Context: an optimization exercise on an open-source flow, tuned for a short achievable clock period and few clock cycles per item. The choices shown serve that exercise and are no tape-out recipe.
Function was checked by simulation only, so behaviour that the tests miss may differ from the original.
The clock port is modelled as an ideal driver; clocking choices that lean on that would not hold on a real chip.
Power figures rest on the tool's default switching activity, not on a simulated workload.

Setup of run A:
==> flow/design.v (excerpt) <==
module cpu_top #(
	parameter logic [31:0] reset_pc = 32'hbfc00000
) (
	input  logic        aclk,
	input  logic        areset_n,
	output logic [31:0] inst_addr,
	input  logic [31:0] inst_rdata,
	output logic        data_en,
	output logic        data_we,
	output logic [3:0]  data_be,
	output logic [31:0] data_addr,
	output logic [31:0] data_wdata,
	input  logic [31:0] data_rdata,
	output logic        retire_valid,
	output logic [31:0] retire_pc,
	output logic        wb_en,
	output logic [4:0]  wb_addr,
	output logic [31:0] wb_data
);
	logic        head_valid;
	logic        head_load;
	logic [31:0] nh_word;
	logic        nh_from_bus;
	logic [31:0] q1_w;
	logic [31:0] nh_pc;
	logic [31:0] nh_pc4;
	logic [31:0] nh_bt;
	logic [31:0] h_bt;
	logic        nh_pred;
	logic        nh_btb;
	logic [1:0]  nh_btb_idx;
	logic [29:0] nh_ptgt;
	logic [29:0] h_ptgt;
	logic [31:0] jtarget;
	logic [31:0] tgt_sel;
	logic        act_taken;
	logic        tgt_mis;
	logic        h_btb;
	logic [1:0]  h_btb_idx;
	logic        h_is_j;
	logic        bt_install;
	logic        bt_drop;
	logic [31:0] bt_target;
	logic [31:0] x_wmask;
	logic        fire;
	logic        x_redirect;
	logic [31:0] x_target;
	logic [31:0] d_rs_oh, d_rt_oh, d_dst_oh;
	logic        d_uses_rs, d_uses_rt;
	logic [4:0]  d_dest;
	logic        d_wen;
	logic [12:0] d_cls;
	logic        d_use_imm, d_imm_zext, d_shamt_var;
	logic        d_is_load, d_is_store;
	logic [1:0]  d_size;
	logic        d_ld_unsigned;
	logic [5:0]  d_br;
	logic        d_is_cbr;
	logic [31:0] h_word;
	logic [31:0] h_pc;
	logic [31:0] h_pc4;
	logic        h_pred;
	logic [31:0] h_rs_oh, h_rt_oh, h_dst_oh;
	logic        h_uses_rs, h_uses_rt;
  ...
Size in the first run: roughly 9500 cells after synthesis, ~120000 um^2 of cells after synthesis.
clock: 16.0 ns
lec_check: 0
cap_margin: 20
core_margin: 2
core_utilization: 30
gpl_routability_driven: 1
place_density: 0.42
slew_margin: 20
synth_hierarchical: 1
standard.sh (not shown) runs the stock make flow with config.mk's settings and CLKGATE_MAP_FILE= SYNTH_SCRIPT=/design/flow/synth_recipe.tcl, a recipe that flattens the netlist after the stock synthesis.
==> flow/flow/run.sh <==
#!/bin/bash
set -euo pipefail
source flow/knobs.sh
RT=$PWD/flow/rt.tcl
bash standard.sh SETUP_SLACK_MARGIN=$MARGIN TNS_END_PERCENT=$TNS RT_MAX_ITER=$MAXIT \
  PRE_FLOORPLAN_TCL=$RT PRE_CTS_TCL=$RT PRE_GLOBAL_ROUTE_TCL=$RT \
  "BUFFER_PORTS_ARGS=-buffer_cell $PORTBUF" $EXTRA finish > standard.log 2>&1
==> flow/flow/knobs.sh <==
MARGIN=11.5
TNS=10
MAXIT=400
PORTBUF=sky130_fd_sc_hd__buf_6
EXTRA=""
==> flow/flow/rt.tcl <==
# Sourced by ORFS's PRE_FLOORPLAN, PRE_CTS and PRE_GLOBAL_ROUTE hooks: the same
# repair_timing_helper as ORFS's util.tcl, with a cap on repair_timing's
# iterations, since the setup margin the flow asks for may not be reachable.
proc repair_timing_helper { args } {
  set additional_args {}
  append_env_var additional_args SETUP_SLACK_MARGIN -setup_margin 1
  append_env_var additional_args HOLD_SLACK_MARGIN -hold_margin 1
  append_env_var additional_args SETUP_MOVE_SEQUENCE -sequence 1
  append_env_var additional_args TNS_END_PERCENT -repair_tns 1
  append_env_var additional_args SKIP_PIN_SWAP -skip_pin_swap 0
  append_env_var additional_args SKIP_GATE_CLONING -skip_gate_cloning 0
  append_env_var additional_args SKIP_BUFFER_REMOVAL -skip_buffer_removal 0
  append_env_var additional_args SKIP_LAST_GASP -skip_last_gasp 0
  append_env_var additional_args SKIP_VT_SWAP -skip_vt_swap 0
  append_env_var additional_args SKIP_CRIT_VT_SWAP -skip_crit_vt_swap 0
  append_env_var additional_args MATCH_CELL_FOOTPRINT -match_cell_footprint 0
  append_env_var additional_args RT_MAX_ITER -max_iterations 1
  lappend additional_args {*}$args -verbose

  log_cmd repair_timing {*}$additional_args
}
Testbench counts of run A, summed over its fixed seeds: cycles 41,212, instrs 35,347.
Relative to run A, the following input files were edited for run B:
- CORE_UTILIZATION now 40, was 30
- CELL_PAD_IN_SITES_DETAIL_PLACEMENT now 1, previously not set
- CELL_PAD_IN_SITES_GLOBAL_PLACEMENT now 1, previously not set
- PLACE_DENSITY now 0.5, was 0.42
--- a/flow/flow/knobs.sh
+++ b/flow/flow/knobs.sh
@@ -3 +3 @@
-MAXIT=400
+MAXIT=3000
Results
Across both runs, cell-internal power was higher for run B than for run A.
In the flow results for run B and run A, the actual transition at the worst max-transition pin is smaller on run B.
In the metrics for run B and run A, the one carrying the lower routed wire length is run A.
Row total stage count of the critical path: run B higher / run A lower
inst_rdata[25] as the critical path startpoint was reported by run B, and inst_rdata[17] by run A.
Summary of run B over run A: worst-case headroom to the max-slew limit +6.2 points; cell count -6.7%; inverter count +about 0.64%.
Compared run A against run B; hold slack within noise.
Area used by sequential logic in the layout across run B and run A: no real change.
Relative contribution of the clock network to total power in run B is 0.7 points below run A.
Here is what was changed in the inputs of run C compared with run B.
--- a/flow/flow/knobs.sh
+++ b/flow/flow/knobs.sh
@@ -3 +3 @@
-MAXIT=3000
+MAXIT=400
[summary]
- Compared with run B, run C improves post-layout worst setup margin.
- The average detailed-routed wire length per instance reported for run C is smaller than that of run B by about 5%.
- Between run B and run C, the sequential group share of total power is lower for run B.
- Final area was lower in the run labelled run C.
- Run C vs run B: aggregate global-route resource usage down in run C
- When run C is set beside run B, its final wirelength turns out to be 7.1% smaller.
- [compare] base=run B new=run C: total met3 wirelength after detailed routing fell 16%, total via count in the routed design went down 3.4%.


## the baseline
Another version of the RTL of cpu_top (not shown whole).
Size in the first run: roughly 8900 cells after synthesis, ~240 I/O pins, roughly 110000 um^2 of cells after synthesis.
export LEC_CHECK = 0
export CAP_MARGIN = 20
export CELL_PAD_IN_SITES_DETAIL_PLACEMENT = 1
export CELL_PAD_IN_SITES_GLOBAL_PLACEMENT = 1
export CORE_MARGIN = 2
export CORE_UTILIZATION = 40
export GPL_ROUTABILITY_DRIVEN = 1
export PLACE_DENSITY = 0.5
export SLEW_MARGIN = 20
export SYNTH_HIERARCHICAL = 1
create_clock -name core_clock -period 16.0 [get_ports {aclk}]
==> flow/flow/knobs.sh <==
MARGIN=11.5
TNS=10
MAXIT=400
PORTBUF=sky130_fd_sc_hd__buf_6
EXTRA=""
Scripts as last shown in full above: flow/flow/run.sh, flow/flow/rt.tcl
The baseline did not stop at any stage, and its layout met the timing, DRC and antenna checks.
Testbench counts of the baseline, summed over its fixed seeds: cycles 41,212, instrs 35,347.
Setup changes, the baseline to the candidate
--- a/flow/config.mk
+++ b/flow/config.mk
@@ -8,8 +8,6 @@
 export CAP_MARGIN = 20
-export CELL_PAD_IN_SITES_DETAIL_PLACEMENT = 1
-export CELL_PAD_IN_SITES_GLOBAL_PLACEMENT = 1
 export CORE_MARGIN = 2
-export CORE_UTILIZATION = 40
+export CORE_UTILIZATION = 30
 export GPL_ROUTABILITY_DRIVEN = 1
-export PLACE_DENSITY = 0.5
+export PLACE_DENSITY = 0.42
 export SLEW_MARGIN = 20
[summary]
Relative to the baseline, the layout clock buffer count measured on the candidate has increased slightly.
Non-clock buffer count: the candidate lower than the baseline
Hold slack essentially unchanged between the baseline and the candidate.
Comparing the baseline and the candidate, the higher initial antenna violation count was measured on the baseline.
Total power, the candidate vs the baseline: down slightly

[re-timing with driven ports]
The flow's constraints put no driver on any port. The routed layouts listed below were extracted and timed again, unchanged, in two steps.
Step 1 (the two cells are an assumption about what drives the block):
set clk [get_ports {aclk}]
set_driving_cell -lib_cell sky130_fd_sc_hd__clkbuf_16 $clk
set_driving_cell -lib_cell sky130_fd_sc_hd__buf_2 [delete_from_list [all_inputs] $clk]
Step 2, shift: input delay + t, output delay - t, t = (earliest + latest rising clock arrival at the registers) / 2. This alone moves slack from input paths to output paths.
Three values: ideal ports, drivers, drivers and shift; two values: the first two.
| run | t, ns | setup WS [ns] | worst hold slack (ns) | clock arrival spread, ns |
|---|---|---|---|---|
| run A | 1.010 | 10.687 / 10.685 / 9.675 | 0.310 / 0.310 / 0.310 | 0.070 / 0.070 |
| run B | 1.014 | 10.615 / 10.566 / 9.552 | 0.310 / 0.310 / 0.310 | 0.073 / 0.074 |
| run C | 1.005 | 10.779 / 10.625 / 9.620 | 0.305 / 0.305 / 0.305 | 0.073 / 0.074 |
| the baseline | 0.992 | 10.824 / 10.857 / 9.865 | 0.323 / 0.323 / 0.323 | 0.067 / 0.067 |
| the candidate | 1.004 | 10.826 / 10.865 / 9.861 | 0.321 / 0.321 / 0.321 | 0.099 / 0.100 |
After both steps setup and hold are still met in every run listed. The setup slack of run C, which loses most, moves by -0.154 ns with the drivers and by -1.159 ns with both steps.
